What follows belongs to an exercise in optimizing a design on an open flow for small area; a production flow would make more cautious choices. Only simulation tests tie the RTL to the original design; equivalence was not proved. Power and IR drop assume default switching activity.

trial 16:
==> flow/design.v <==
package piezo_mon_pkg;
    localparam logic [6:0] ADDR_PERIOD = 7'h60;
    localparam logic [6:0] ADDR_STATUS = 7'h61;
    localparam logic [6:0] ADDR_CTRL   = 7'h62;
    localparam int RD_VALID_BIT = 31;
    localparam int ST_FRAME_LSB = 16;
    localparam int ST_STATE_LSB = 1;
    localparam int ST_LOST_BIT  = 0;
    localparam int CTRL_EN_BIT  = 0;
    localparam int CTRL_CLR_BIT = 1;
    typedef enum logic [1:0] {
        IDLE     = 2'd0,
        WAIT_REF = 2'd1,
        MEASURE  = 2'd2
    } mon_state_t;
endpackage
module piezo_mon_ctl (
    input  logic s2,
    input  logic s3,
    input  logic seen,
    input  logic g_ref,
    input  logic g_arm,
    input  logic g_keep,
    input  logic g_init,
    output logic fresh,
    output logic hold,
    output logic seen_d
);
    logic rise;
    assign rise   = s2 & ~s3;
    assign fresh  = rise & ~seen;
    assign hold   = ~(~g_init | (rise & g_ref) | (fresh & g_arm));
    assign seen_d = ~hold | (g_keep & seen);
endmodule
module piezo_mon_rd_aoi3 (
    input  logic [2:0] sel,
    input  logic [2:0] d,
    output logic       y_n
);
    assign y_n = ~((sel[0] & d[0]) | (sel[1] & d[1]) | (sel[2] & d[2]));
endmodule
module piezo_mon_rd_aoi2 (
    input  logic [1:0] sel,
    input  logic [1:0] d,
    output logic       y_n
);
    assign y_n = ~((sel[0] & d[0]) | (sel[1] & d[1]));
endmodule
module piezo_phase_monitor #(
    parameter int NUM_CH = 89,
    parameter int CNT_W  = 16
) (
    input  logic              clk,
    input  logic              reset,
    input  logic [NUM_CH-1:0] piezo_in,
    input  logic              ref_in,
    input  logic [6:0]        avs_address,
    input  logic              avs_read,
    output logic [31:0]       avs_readdata,
    input  logic              avs_write,
    input  logic [31:0]       avs_writedata,
    output logic              frame_done
);
    piezo_mon_pkg::mon_state_t state_q, state_d;
    logic             rs0_q;
    logic             rs1_q, rs2_q, ref_rise_q;
    logic [CNT_W-1:0] cnt1_q, cnt1_d;      
    logic             hold_q, hold_d;
    logic             enable_q, enable_d;
    logic             ref_lost_q, ref_lost_d;
    logic [15:0]      frame_cnt_q, frame_cnt_d;
    logic [CNT_W-1:0] period_q, period_d;
    logic             frame_done_q;
    logic             pub_q, pub_n_q, pub_next;
    logic             init_q;      
    logic [31:0]      rdata_q, rdata_d;
    logic             armed, stopped, sat, ctrl_wr, ref_rise_d;
    logic             g_ref, g_arm, g_keep;
    logic [CNT_W-1:0] cnt1_arm;            
    logic [CNT_W-1:0] phase_pub [NUM_CH];
    logic [NUM_CH-1:0] valid_pub;
    always_comb begin
        armed   = (state_q == piezo_mon_pkg::MEASURE);
        stopped = !enable_q || (state_q == piezo_mon_pkg::IDLE);
        sat     = armed && !ref_rise_q && (cnt1_q == '0);
        g_ref   = ref_rise_q && !stopped;
        g_arm   = armed && enable_q && !ref_rise_q && !sat;
        g_keep  = !stopped && !sat && !ref_rise_q;
        cnt1_arm = cnt1_q & {CNT_W{g_arm}};
    end
    always_comb begin
        state_d = state_q;
        if (!enable_q) begin
            state_d = piezo_mon_pkg::IDLE;
        end else begin
            case (state_q)
                piezo_mon_pkg::IDLE:     state_d = piezo_mon_pkg::WAIT_REF;
                piezo_mon_pkg::WAIT_REF: if (ref_rise_q) state_d = piezo_mon_pkg::MEASURE;
                piezo_mon_pkg::MEASURE:  if (sat) state_d = piezo_mon_pkg::WAIT_REF;
                default:  state_d = piezo_mon_pkg::IDLE;
            endcase
        end
    end
    always_comb begin
        ref_rise_d = rs1_q & ~rs2_q;
        cnt1_d     = cnt1_q + CNT_W'(1);
        hold_d     = hold_q;
        if (stopped || ref_rise_q) begin
            cnt1_d = CNT_W'(1);
            hold_d = 1'b0;
        end else if (sat) begin
            cnt1_d = CNT_W'(1);
            hold_d = 1'b1;
        end else if (hold_q) begin
            cnt1_d = CNT_W'(1);
        end
        ctrl_wr     = avs_write && (avs_address == piezo_mon_pkg::ADDR_CTRL);
        enable_d    = ctrl_wr ? avs_writedata[piezo_mon_pkg::CTRL_EN_BIT] : enable_q;
        ref_lost_d  = ref_lost_q | sat;
        frame_cnt_d = frame_cnt_q + 16'(pub_q);
        if (ctrl_wr && avs_writedata[piezo_mon_pkg::CTRL_CLR_BIT]) begin
            ref_lost_d  = 1'b0;
            frame_cnt_d = '0;
        end
        if (!init_q) frame_cnt_d = '0;
        period_d    = ({CNT_W{pub_q}} & cnt1_q) | ({CNT_W{pub_n_q & init_q}} & period_q);
        pub_next    = (state_d == piezo_mon_pkg::MEASURE) && enable_d && ref_rise_d;
    end
    localparam int NUM_GRP = (NUM_CH + 2) / 3;
    logic [7:0]           a_lo;
    logic [15:0]          a_hi;
    logic [3*NUM_GRP-1:0] ch_sel;
    logic [CNT_W:0]       grp_n [NUM_GRP];
    logic [CNT_W:0]       ch_rd;
    always_comb begin
        for (int j = 0; j < 8; j++)  a_lo[j] = (avs_address[2:0] == 3'(j));
        for (int k = 0; k < 16; k++) a_hi[k] = (avs_address[6:3] == 4'(k));
        ch_sel = '0;
        for (int i = 0; i < NUM_CH; i++) ch_sel[i] = a_hi[i/8] & a_lo[i%8];
    end
    for (genvar g = 0; g < NUM_GRP; g++) begin : g_rd
        localparam int N = (NUM_CH - 3*g < 3) ? NUM_CH - 3*g : 3;
        for (genvar b = 0; b <= CNT_W; b++) begin : g_bit
            logic [N-1:0] dd;
            for (genvar k = 0; k < N; k++) begin : g_in
                if (b == CNT_W) begin : g_valid
                    assign dd[k] = valid_pub[3*g+k];
                end else begin : g_phase
                    assign dd[k] = phase_pub[3*g+k][b];
                end
            end
            if (N == 3) begin : g_3
                piezo_mon_rd_aoi3 u_aoi (.sel(ch_sel[3*g +: 3]), .d(dd), .y_n(grp_n[g][b]));
            end else if (N == 2) begin : g_2
                piezo_mon_rd_aoi2 u_aoi (.sel(ch_sel[3*g +: 2]), .d(dd), .y_n(grp_n[g][b]));
            end else begin : g_1
                assign grp_n[g][b] = ~(ch_sel[3*g] & dd[0]);
            end
        end
    end
    always_comb begin
        ch_rd = '1;
        for (int g = 0; g < NUM_GRP; g++) ch_rd = ch_rd & grp_n[g];
        ch_rd = ~ch_rd;
    end
    always_comb begin
        rdata_d = rdata_q;
        if (avs_read) begin
            rdata_d = '0;
            if (avs_address < 7'(NUM_CH)) begin
                rdata_d[piezo_mon_pkg::RD_VALID_BIT] = ch_rd[CNT_W] & init_q;
                rdata_d[CNT_W-1:0] = ch_rd[CNT_W-1:0] & {CNT_W{init_q}};
            end else if (avs_address == piezo_mon_pkg::ADDR_PERIOD) begin
                rdata_d[CNT_W-1:0] = period_q & {CNT_W{init_q}};
            end else if (avs_address == piezo_mon_pkg::ADDR_STATUS) begin
                rdata_d[piezo_mon_pkg::ST_FRAME_LSB +: 16] = frame_cnt_q & {16{init_q}};
                rdata_d[piezo_mon_pkg::ST_STATE_LSB +: 2]  = state_q;
                rdata_d[piezo_mon_pkg::ST_LOST_BIT]        = ref_lost_q;
            end else if (avs_address == piezo_mon_pkg::ADDR_CTRL) begin
                rdata_d[piezo_mon_pkg::CTRL_EN_BIT] = enable_q;
            end
        end
    end
    always_ff @(posedge clk or posedge reset) begin
        if (reset) begin
            state_q      <= piezo_mon_pkg::IDLE;
            rs0_q        <= 1'b0;
            enable_q     <= 1'b0;
            ref_lost_q   <= 1'b0;
            frame_done_q <= 1'b0;
            pub_q        <= 1'b0;
            pub_n_q      <= 1'b0;
            init_q       <= 1'b0;
            rdata_q      <= '0;
        end else begin
            state_q      <= state_d;
            rs0_q        <= ref_in;
            enable_q     <= enable_d;
            ref_lost_q   <= ref_lost_d;
            frame_done_q <= pub_q;
            pub_q        <= pub_next;
            pub_n_q      <= ~pub_next;
            init_q       <= 1'b1;
            rdata_q      <= rdata_d;
        end
    end
    always_ff @(posedge clk) begin
        frame_cnt_q <= frame_cnt_d;
        period_q    <= period_d;
        rs1_q      <= rs0_q;
        rs2_q      <= rs1_q;
        ref_rise_q <= ref_rise_d;
        cnt1_q     <= cnt1_d;
        hold_q     <= hold_d;
    end
    for (genvar i = 0; i < NUM_CH; i++) begin : g_ch
        logic             s0_q;
        logic             s1_q, s2_q, s3_q;
        logic             seen_q, valid_q;
        logic [CNT_W-1:0] cap_q, phase_q;
        logic             fresh, hold, seen_d;
        piezo_mon_ctl u_ctl (
            .s2     (s2_q),
            .s3     (s3_q),
            .seen   (seen_q),
            .g_ref  (g_ref),
            .g_arm  (g_arm),
            .g_keep (g_keep),
            .g_init (init_q),
            .fresh  (fresh),
            .hold   (hold),
            .seen_d (seen_d)
        );
        always_ff @(posedge clk or posedge reset) begin
            if (reset) s0_q <= 1'b0;
            else       s0_q <= piezo_in[i];
        end
        always_ff @(posedge clk) begin
            s1_q    <= s0_q;
            s2_q    <= s1_q;
            s3_q    <= s2_q;
            seen_q  <= seen_d;
            cap_q   <= ({CNT_W{fresh}} & cnt1_arm) | ({CNT_W{hold}} & cap_q);
            phase_q <= ({CNT_W{pub_q}} & cap_q) | ({CNT_W{pub_n_q}} & phase_q);
            valid_q <= (pub_q & seen_q) | (pub_n_q & valid_q);
        end
        assign phase_pub[i] = phase_q;
        assign valid_pub[i] = valid_q;
    end
    assign avs_readdata = rdata_q;
    assign frame_done   = frame_done_q;
endmodule
export LEC_CHECK = 0
export CAP_MARGIN = 10
export CORE_MARGIN = 2
export CORE_UTILIZATION = 65
export CTS_BUF_LIST = sky130_fd_sc_hd__clkbuf_8
export CTS_CLUSTER_DIAMETER = 60
export CTS_CLUSTER_SIZE = 18
export SLEW_MARGIN = 10
export SYNTH_HIERARCHICAL = 1
export SYNTH_MINIMUM_KEEP_SIZE = 0
create_clock -name core_clock -period 10.0 [get_ports {clk}]
standard.sh (not shown) runs the stock make flow with config.mk's settings and CLKGATE_MAP_FILE= SYNTH_SCRIPT=/design/flow/synth_recipe.tcl, a recipe that flattens the netlist after the stock synthesis.
==> flow/flow/run.sh <==
#!/bin/bash
set -euo pipefail
export CTS_ARGS="-sink_clustering_enable -repair_clock_nets -sink_clustering_size 18 -sink_clustering_max_diameter 60 -buf_list sky130_fd_sc_hd__clkbuf_8 -dont_use_dummy_load"
export BUFFER_PORTS_ARGS="-buffer_cell sky130_fd_sc_hd__buf_1"
bash standard.sh > standard.log 2>&1
Input-level comparison between trial 36 and trial 16:
--- a/flow/design.v
+++ b/flow/design.v
@@ -19,21 +19,21 @@
     input  logic s3,
     input  logic seen,
     input  logic g_ref,
     input  logic g_arm,
     input  logic g_keep,
     input  logic g_init,
-    output logic fresh,
+    output logic load,
     output logic hold,
     output logic seen_d
 );
     logic rise;
     assign rise   = s2 & ~s3;
-    assign fresh  = rise & ~seen;
-    assign hold   = ~(~g_init | (rise & g_ref) | (fresh & g_arm));
-    assign seen_d = ~hold | (g_keep & seen);
+    assign load   = ~g_init | (rise & g_ref) | (rise & ~seen & g_arm);
+    assign hold   = ~load;
+    assign seen_d = load | (g_keep & seen);
 endmodule
 module piezo_mon_rd_aoi3 (
     input  logic [2:0] sel,
     input  logic [2:0] d,
     output logic       y_n
 );
@@ -215,35 +215,35 @@
     end
     for (genvar i = 0; i < NUM_CH; i++) begin : g_ch
         logic             s0_q;
         logic             s1_q, s2_q, s3_q;
         logic             seen_q, valid_q;
         logic [CNT_W-1:0] cap_q, phase_q;
-        logic             fresh, hold, seen_d;
+        logic             load, hold, seen_d;
         piezo_mon_ctl u_ctl (
             .s2     (s2_q),
             .s3     (s3_q),
             .seen   (seen_q),
             .g_ref  (g_ref),
             .g_arm  (g_arm),
             .g_keep (g_keep),
             .g_init (init_q),
-            .fresh  (fresh),
+            .load   (load),
             .hold   (hold),
             .seen_d (seen_d)
         );
         always_ff @(posedge clk or posedge reset) begin
             if (reset) s0_q <= 1'b0;
             else       s0_q <= piezo_in[i];
         end
         always_ff @(posedge clk) begin
             s1_q    <= s0_q;
             s2_q    <= s1_q;
             s3_q    <= s2_q;
             seen_q  <= seen_d;
-            cap_q   <= ({CNT_W{fresh}} & cnt1_arm) | ({CNT_W{hold}} & cap_q);
+            cap_q   <= ({CNT_W{load}} & cnt1_arm) | ({CNT_W{hold}} & cap_q);
             phase_q <= ({CNT_W{pub_q}} & cap_q) | ({CNT_W{pub_n_q}} & phase_q);
             valid_q <= (pub_q & seen_q) | (pub_n_q & valid_q);
         end
         assign phase_pub[i] = phase_q;
         assign valid_pub[i] = valid_q;
     end
==> results.txt <==
- Trial 36 against trial 16: core utilization went down; global-route wire length before repair now smaller.
- Of trial 36 and trial 16, it is trial 36 that has the lower placed instance area.
- Between trial 16 and trial 36, the synthesized-area fraction occupied by xor and xnor cells does not differ in any meaningful way.
- Maximum frequency in trial 36 vs trial 16: down 21 MHz
- Height of the die, trial 36 vs trial 16: down slightly
- Switching component of the power of trial 16 is on par with trial 36.
- The relative area change from synthesis to final layout on trial 36 is in line with that on trial 16.
- Re cell count: trial 16 and trial 36 aren't equal, and the lower value belongs to trial 36.
- On insertion delay to the later sink of the worst-skew pair, trial 16 and trial 36 are neck and neck.
- Taking trial 16 as the reference, in trial 36 total non-filler cell area in the finished layout fell about 0.9%; well tap count fell 77.
- Compared with trial 16, trial 36 has less setup slack.

afterwards: timing with drivers on the ports:
Ports are ideal in the flow. The routed layouts listed here were re-timed in OpenROAD.
Step 1: set_driving_cell puts a clkbuf_16 on clk and a buf_2 on each other input, an assumption about the parent block.
Step 2 adds t to the input delays and takes it off the output delays; t is the mean of the earliest and latest rising clock arrival at the registers after step 1. Input paths then give back, and output paths get back, about the clock's delay inside the block.
Slacks: ideal / step 1 / step 2; pairs: ideal / step 1.
run | t, ns | setup WS [ns] | worst setup path at the end
trial 16 | 1.079 | 4.405 / 4.280 / 3.201 | input to register
trial 36 | 1.090 | 3.660 / 3.599 / 2.509 | input to register
After both steps every run listed still meets setup and hold. For trial 16, which loses most, drivers alone change the setup slack by -0.125 ns; drivers and shift together by -1.204 ns.
